Source: an optimization exercise on an open RTL-to-GDS flow (aim: small area, a short achievable clock period and few clock cycles). Production flows keep margins and buffers that such runs may drop. At most, simulation tests tie the RTL to the original design; equivalence was not proved. Power is estimated from default activity; no workload was simulated.

// usb_app
module usb_app #(
   parameter int RAM_DEPTH = 256,
   parameter int WAIT_W    = 8
) (
   input  logic       clk_i,
   input  logic       rstn_i,
   input  logic [7:0] out_data_i,
   input  logic       out_valid_i,
   output logic       out_ready_o,
   output logic [7:0] in_data_o,
   output logic       in_valid_o,
   input  logic       in_ready_i
);
export LEC_CHECK = 0
export ABC_CLOCK_PERIOD_IN_PS = 3200
export CAP_MARGIN = 20
export CORE_MARGIN = 2
export CORE_UTILIZATION = 50
export CTS_CLUSTER_DIAMETER = 60
export CTS_CLUSTER_SIZE = 25
export SETUP_SLACK_MARGIN = 2.6
export SLEW_MARGIN = 20
create_clock -name core_clock -period 5.0 [get_ports {clk_i}]
run.sh (not shown) runs the stock make flow with config.mk's settings and CLKGATE_MAP_FILE= SYNTH_SCRIPT=/design/flow/synth_recipe.tcl, a recipe that flattens the netlist after the stock synthesis.
Edit:
ABC_CLOCK_PERIOD_IN_PS = 2400   (was 3200)
SETUP_SLACK_MARGIN = 2.85   (was 2.6)
Register-to-register slack loses 40 ps. Power came out higher by 7.6%. Maximum frequency came out lower by 1.5%. Worst hold slack loses 8.5 ps. Die area does not change. Clock skew came out higher by 6.6 ps. Utilization came out higher by 4.3 points. Global-route usage came out higher by 1.9 points. Cell area came out higher by 7.3%.
No run of this note included a check of the RTL's function; only the layout flow was run.

========
Another version of the RTL of usb_app (not shown whole).
For scale: ~4500 cells after synthesis, ~22 I/O pins, roughly 64000 um^2 of cells after synthesis.
Settings: LEC_CHECK=0, ABC_CLOCK_PERIOD_IN_PS=2400, CAP_MARGIN=20, CORE_MARGIN=2, CORE_UTILIZATION=65, CTS_CLUSTER_DIAMETER=60, CTS_CLUSTER_SIZE=25, SETUP_SLACK_MARGIN=2.6, SLEW_MARGIN=20; clock period 5.0 ns.
The starting point finished clean.
Next try:
CORE_UTILIZATION = 50   (was 65)
The new run finished with timing, DRC and antenna clean; power grows by 0.35%; via count shrinks by 2.2%; cell area is about the same; cell count grows by 5.9%; combinational power shrinks by 5.0%; core utilization shrinks by 18 points.
No functional check of the RTL was part of any run of this note.

========
oak:
usb_app, a different RTL version from the one above (not shown whole).
Size in the first run: about 4300 cells after synthesis, ~2400 flip-flops, roughly 64000 um^2 of cells after synthesis.
==> flow/design.v (excerpt) <==
module usb_app #(
   parameter int RAM_DEPTH = 256,
   parameter int WAIT_W    = 8
) (
   input  logic       clk_i,
   input  logic       rstn_i,
   input  logic [7:0] out_data_i,
   input  logic       out_valid_i,
   output logic       out_ready_o,
   output logic [7:0] in_data_o,
   output logic       in_valid_o,
   input  logic       in_ready_i
);
Settings: LEC_CHECK=0, ABC_CLOCK_PERIOD_IN_PS=2400, CAP_MARGIN=20, CORE_MARGIN=2, CORE_UTILIZATION=50, CTS_CLUSTER_DIAMETER=60, CTS_CLUSTER_SIZE=25, PLACE_DENSITY=0.7, SETUP_SLACK_MARGIN=2.6, SLEW_MARGIN=20; clock period 5.0 ns.
oak: PASS, flow complete, no timing, DRC or antenna violations
Testbench counts of oak, summed over its fixed seeds: cycles 7,044.
Inputs modified between oak and pine:
- CTS_CLUSTER_SIZE now 20, was 25
- CTS_CLUSTER_DIAMETER now 50, was 60
- PLACE_DENSITY no longer set, was 0.7
- CTS_BUF_LIST now sky130_fd_sc_hd__clkbuf_8, previously not set
Results
pine against oak: growth of design area from synthesis to finish picked up an extra 0.26 points, final non-filler cell area held steady. Of pine and oak, pine shows the higher non-clock buffer count, with oak below it. Global-route usage: pine and oak compared, higher one is pine. Of the two values seen for launching element of the worst setup path, out_data_i[5] was produced by pine and u_ctrl.gI_q by oak. Final total power on pine is ahead of oak. Length of the first detailed-routing pass in iterations of pine is on par with oak. Reported leakage power in pine is 0.78% higher than in oak.
Setup changes, pine to birch
- CTS_BUF_LIST: sky130_fd_sc_hd__clkbuf_8 -> unset
- CTS_CLUSTER_DIAMETER: 50 -> 60
- CTS_CLUSTER_SIZE: 20 -> 25
- CORE_UTILIZATION: 50 -> 58
- PLACE_DENSITY: unset -> 0.75
### Flow results
- Comparing birch and pine, the higher wire length was measured on pine.
- Of birch and pine, it is birch that has the higher routed via count.
- Diff pine -> birch: met3 track demand over resource increased 0.62 points; global-route total usage across every layer rose 3.2 points.
- Relative to pine, portion of total power attributed to combinational logic has decreased by 0.8 points in birch.
- NOTE: setup slack in birch falls short of that of pine
- birch ended with less largest driver fanout on the critical path than pine.
- Looking at birch and pine, the power of the sequential group is a wash.
- pine has a lower minimum setup slack after placement than birch.
### birch -> maple
- swapping 58 for 50 in CORE_UTILIZATION
- swapping 60 for 65 in CTS_CLUSTER_DIAMETER
- swapping 25 for 30 in CTS_CLUSTER_SIZE
- swapping 0.75 for 0.8 in PLACE_DENSITY
The flow did not stop early for maple: all stages ran, and the layout cleared the timing, design-rule and antenna checks.
maple ends up with higher upper clock frequency limit than birch does.
Sort birch and maple by final area, descending, and birch comes first.
For the total length of routed met3 wires, maple came in 22% lower than birch did.

========
## yarrow
Starting RTL as in the previous note.
Design usb_app, start of the top module:
module usb_app #(
   parameter int RAM_DEPTH = 256,
   parameter int WAIT_W    = 8
) (
   input  logic       clk_i,
   input  logic       rstn_i,
   input  logic [7:0] out_data_i,
   input  logic       out_valid_i,
   output logic       out_ready_o,
   output logic [7:0] in_data_o,
   output logic       in_valid_o,
   input  logic       in_ready_i
);
export LEC_CHECK = 0
export ABC_CLOCK_PERIOD_IN_PS = 2400
export CAP_MARGIN = 20
export CORE_MARGIN = 2
export CORE_UTILIZATION = 50
export CTS_BUF_LIST = sky130_fd_sc_hd__clkbuf_8
export CTS_CLUSTER_DIAMETER = 45
export CTS_CLUSTER_SIZE = 18
export PLACE_DENSITY = 0.75
export SETUP_SLACK_MARGIN = 2.6
export SLEW_MARGIN = 20
create_clock -name core_clock -period 5.0 [get_ports {clk_i}]
Testbench counts of yarrow, summed over its fixed seeds: cycles 7,044.
The following lists how nickel was set up differently from yarrow:
--- a/flow/config.mk
+++ b/flow/config.mk
@@ -12,4 +12,2 @@
-export CTS_BUF_LIST = sky130_fd_sc_hd__clkbuf_8
-export CTS_CLUSTER_DIAMETER = 45
-export CTS_CLUSTER_SIZE = 18
-export PLACE_DENSITY = 0.75
+export CTS_CLUSTER_DIAMETER = 60
+export CTS_CLUSTER_SIZE = 25
Notes after the runs:
- [nickel] critical path depth rose 1 relative to yarrow
- Core utilization: nickel > yarrow
- Wire length of the first global-routing pass, yarrow and nickel, higher one = nickel.
- Length of the first detailed-routing pass in iterations was lower in yarrow than in nickel.
- Comparing nickel against yarrow, there is no change at all in horizontal die dimension.
- Looking at worst hold slack, nickel sits 0.037 ns above yarrow.
- Compared to yarrow, nickel has wire length on met2 about 3.7% higher.
- Summary of the comparison: worst vdd rail ir drop is higher in nickel, relative to yarrow.
- Summary — slew of the pin with the lowest slew margin, nickel relative to yarrow: lower, by 0.0077 ns.
- In the route summary, nickel ends up with a via count below that of yarrow.
- In nickel, the highest attainable clock frequency came out about 4% below the value in yarrow.
Here is what was changed in the inputs of garnet compared with nickel.
--- a/flow/config.mk
+++ b/flow/config.mk
@@ -13,0 +14 @@
+export PLACE_DENSITY = 0.88
### Flow results
garnet has completed all stages; timing, DRC and antenna checks passed. Compared with nickel, garnet ends up with a smaller final cell area. On area taken by multi-input logic gates, garnet tracks nickel almost exactly. Number of sinks on the clock net came out exactly the same in garnet and nickel. Clock-buffer cell count ended up 38 lower on garnet than on nickel. Length in cells of the worst reg-to-reg path is higher on nickel. Power: garnet draws less than nickel. Sort garnet and nickel by met2 wire length desc -> top: garnet. When the final numbers for garnet and nickel were put side by side, the proportion of cell area occupied by multi-input gates turned out to be greater in garnet. As far as sequential cell count goes, garnet and nickel are indistinguishable; the numbers are identical.
The following lists how pepper was set up differently from garnet:
--- a/flow/config.mk
+++ b/flow/config.mk
@@ -14 +14 @@
-export PLACE_DENSITY = 0.88
+export PLACE_DENSITY = 0.75
==> comparison <==
Result: PASS for each of garnet and pepper. Looking at garnet and pepper, the power density of the placed cells is a wash. Core utilization: pepper vs garnet up 0.34 points. On multi-input combinational cell count, garnet and pepper are neck and neck. The total routing resource utilization after global routing of pepper falls short of that of garnet by 1.9 points. The routed length per placed instance in garnet is 1.12 times that in pepper.
### pepper -> indigo
--- a/flow/config.mk
+++ b/flow/config.mk
@@ -15 +15 @@
-export SETUP_SLACK_MARGIN = 2.6
+export SETUP_SLACK_MARGIN = 2.55
[summary]
Summary: with pepper as the reference, upper clock frequency limit in indigo moved down by a few percent. Comparing indigo with pepper, the switching part of the total power came out essentially unchanged. Critical path depth was lower in indigo than in pepper. Via count normalized by instance count: pepper vs indigo, no meaningful difference. Reported for indigo and pepper, die area turned out identical to the last digit. Changes observed in indigo relative to pepper: share of the core filled with cells dropped 0.24 points, worst setup slack dropped 0.096 ns, post-layout instance area dropped about 0.4%.
### indigo -> raven
--- a/flow/config.mk
+++ b/flow/config.mk
@@ -12,4 +12,4 @@
-export CTS_CLUSTER_DIAMETER = 60
-export CTS_CLUSTER_SIZE = 25
-export PLACE_DENSITY = 0.75
-export SETUP_SLACK_MARGIN = 2.55
+export CTS_CLUSTER_DIAMETER = 65
+export CTS_CLUSTER_SIZE = 30
+export PLACE_DENSITY = 0.72
+export SETUP_SLACK_MARGIN = 2.6
--- outcome ---
Of indigo and raven, the run reporting the lower maximum single-stage delay on the critical path was raven.
raven vs indigo: ratio of final minimum period to clock period down
raven gives more sequential share of layout area than indigo did.
Looking at count of inserted antenna diode cells across indigo and raven, the one that comes out higher is indigo.
Looking at utilization across indigo and raven, the one that comes out higher is indigo.
The total CTS buffers of raven is lower than that of indigo.
Higher number of fill cells in the layout goes to raven over indigo.
There was hardly any difference in wire length between raven and indigo.
Against indigo, raven reports a total power consumption of the routed design that is lower.

========
Setup of run A:
usb_app again, from the RTL that the note above started with.
Settings: LEC_CHECK=0, ABC_CLOCK_PERIOD_IN_PS=2400, CAP_MARGIN=20, CORE_MARGIN=2, CORE_UTILIZATION=50, CTS_CLUSTER_DIAMETER=62, CTS_CLUSTER_SIZE=28, PLACE_DENSITY=0.76, SETUP_SLACK_MARGIN=2.6, SLEW_MARGIN=20; clock period 5.0 ns.
Run A reached the final stage; the timing, design-rule and antenna checks on its layout passed.
Testbench counts of run A, summed over its fixed seeds: cycles 7,044.
What run B does differently from run A at the input level:
Settings: changing CTS_CLUSTER_SIZE from 28 to 25; changing CTS_CLUSTER_DIAMETER from 62 to 60; changing PLACE_DENSITY from 0.76 to 0.75; changing SETUP_SLACK_MARGIN from 2.6 to 2.7.
## What came out
- Minimum clock period was lower in the run labelled run A.
- The higher area added between synthesis and finish came out of run B.
- Status: clock share of power parity (run B, run A)
- Run B ends up with a total power that is 1.5 mW higher than in run A.
> inputs changed (run B -> run C)
Settings: SETUP_SLACK_MARGIN now 2.6, was 2.7; CTS_CLUSTER_SIZE now 30, was 25; CTS_CLUSTER_DIAMETER now 65, was 60.
Notes after the runs:
Run C: done, clean on timing, DRC and antenna
Per the comparison of run C with run B, power per cell area -1.2%, cell area after synthesis now sits at about the same level, worst setup margin increased 7.0 ps, number of placed cells counting well taps roughly the same, area taken by multi-input logic gates decreased 3.6%.
Global-route usage delta (run B -> run C): insignificant
Compared with run B, run C degrades iteration-0 DRC count of the detailed router.
Between run C and run B, the difference in multi-input logic cell count is negligible.
Fraction of standard cell area that is sequential was higher in run C than in run B.
Initial antenna violation count: lower on run C

========
usb_app, a different RTL version from the one above (not shown whole).
Size: ~2300 flip-flops, ~22 I/O pins, roughly 64000 µm² of cells after synthesis.
Design usb_app, start of the top module:
module usb_app #(
   parameter int RAM_DEPTH = 256,
   parameter int WAIT_W    = 8
) (
   input  logic       clk_i,
   input  logic       rstn_i,
   input  logic [7:0] out_data_i,
   input  logic       out_valid_i,
   output logic       out_ready_o,
   output logic [7:0] in_data_o,
   output logic       in_valid_o,
   input  logic       in_ready_i
);
==> flow/config.mk <==
export PLATFORM = sky130hd
export DESIGN_NAME = usb_app
export DESIGN_NICKNAME = usb_app
export VERILOG_FILES = /design/flow/design.v
export SDC_FILE = /design/flow/constraint.sdc
export NUM_CORES = 4
export LEC_CHECK = 0
export ABC_CLOCK_PERIOD_IN_PS = 2400
export CAP_MARGIN = 20
export CORE_MARGIN = 2
export CORE_UTILIZATION = 65
export SETUP_SLACK_MARGIN = 2.6
export SLEW_MARGIN = 20
==> flow/constraint.sdc <==
create_clock -name core_clock -period 5.0 [get_ports {clk_i}]
set_input_delay 1.0000 -clock core_clock [delete_from_list [all_inputs] [get_ports {clk_i}]]
set_output_delay 1.0000 -clock core_clock [all_outputs]
set_load 0.01 [all_outputs]
Testbench counts at the start, summed over its fixed seeds: cycles 7,000.
Then changed:
Settings changed: ABC_CLOCK_PERIOD_IN_PS 2400 to unset, CORE_UTILIZATION 65 to 40, SETUP_SLACK_MARGIN 2.6 to unset.
The new run finished clean.
Worst hold slack got worse by 0.014 ns.
Critical path depth does not change.
Flip-flop and latch count does not change.
Die area grows by 62%.
Fmax shrinks by about 13%.
Worst setup slack got worse by 0.52 ns.
Clock-buffer cell count shrinks by 11.
Via count shrinks by 9.6%.

-- port drivers added, routing unchanged --
In the flow no input, the clock included, has a driving cell. The finished layouts below were timed again as built, in two steps.
Step 1: set_driving_cell puts a clkbuf_16 on clk_i and a buf_2 on each other input, an assumption about the parent block.
Step 2 times the ports against the registers' clock, not the clock port: input delays grow and output delays shrink by t, the midpoint of the rising clock arrivals with the driver on.
a / b / c = no drivers / after step 1 / after step 2; a / b = the first two.
| run | t, ns | slack for setup (ns) | worst register clock-pin slew, ns |
|---|---|---|---|
| the first run of note 1 | 0.847 | 2.454 / 2.454 / 1.823 | 0.10 / 0.10 |
| the second run of note 1 | 0.859 | 2.414 / 2.414 / 1.918 | 0.10 / 0.10 |
| the first run of note 2 | 0.821 | 2.319 / 2.319 / 1.622 | 0.10 / 0.10 |
| the second run of note 2 | 0.844 | 2.302 / 2.302 / 1.590 | 0.10 / 0.10 |
| oak | 0.828 | 2.593 / 2.593 / 1.799 | 0.09 / 0.09 |
| pine | 0.960 | 2.497 / 2.489 / 1.587 | 0.12 / 0.12 |
| birch | 0.818 | 2.491 / 2.491 / 1.788 | 0.10 / 0.10 |
| maple | 0.777 | 2.548 / 2.548 / 1.823 | 0.11 / 0.11 |
| yarrow | 0.947 | 2.566 / 2.520 / 1.672 | 0.12 / 0.12 |
| nickel | 0.833 | 2.471 / 2.498 / 1.664 | 0.10 / 0.10 |
| garnet | 0.839 | 2.510 / 2.524 / 1.711 | 0.11 / 0.11 |
| pepper | 0.823 | 2.617 / 2.598 / 1.839 | 0.10 / 0.10 |
| indigo | 0.835 | 2.521 / 2.520 / 1.769 | 0.10 / 0.10 |
| raven | 0.806 | 2.546 / 2.580 / 1.774 | 0.11 / 0.11 |
| run A | 0.805 | 2.595 / 2.579 / 1.830 | 0.10 / 0.10 |
| run B | 0.799 | 2.571 / 2.571 / 1.811 | 0.10 / 0.10 |
| run C | 0.794 | 2.578 / 2.578 / 1.869 | 0.11 / 0.11 |
| the first run of note 6 | 0.863 | 1.512 / 1.512 / 0.802 | 0.07 / 0.07 |
| the second run of note 6 | 0.881 | 0.987 / 0.987 / 0.305 | 0.07 / 0.07 |
After both steps setup and hold are still met in every run listed. The setup slack of pine, which loses most, moves by -0.008 ns with the drivers and by -0.910 ns with both steps.
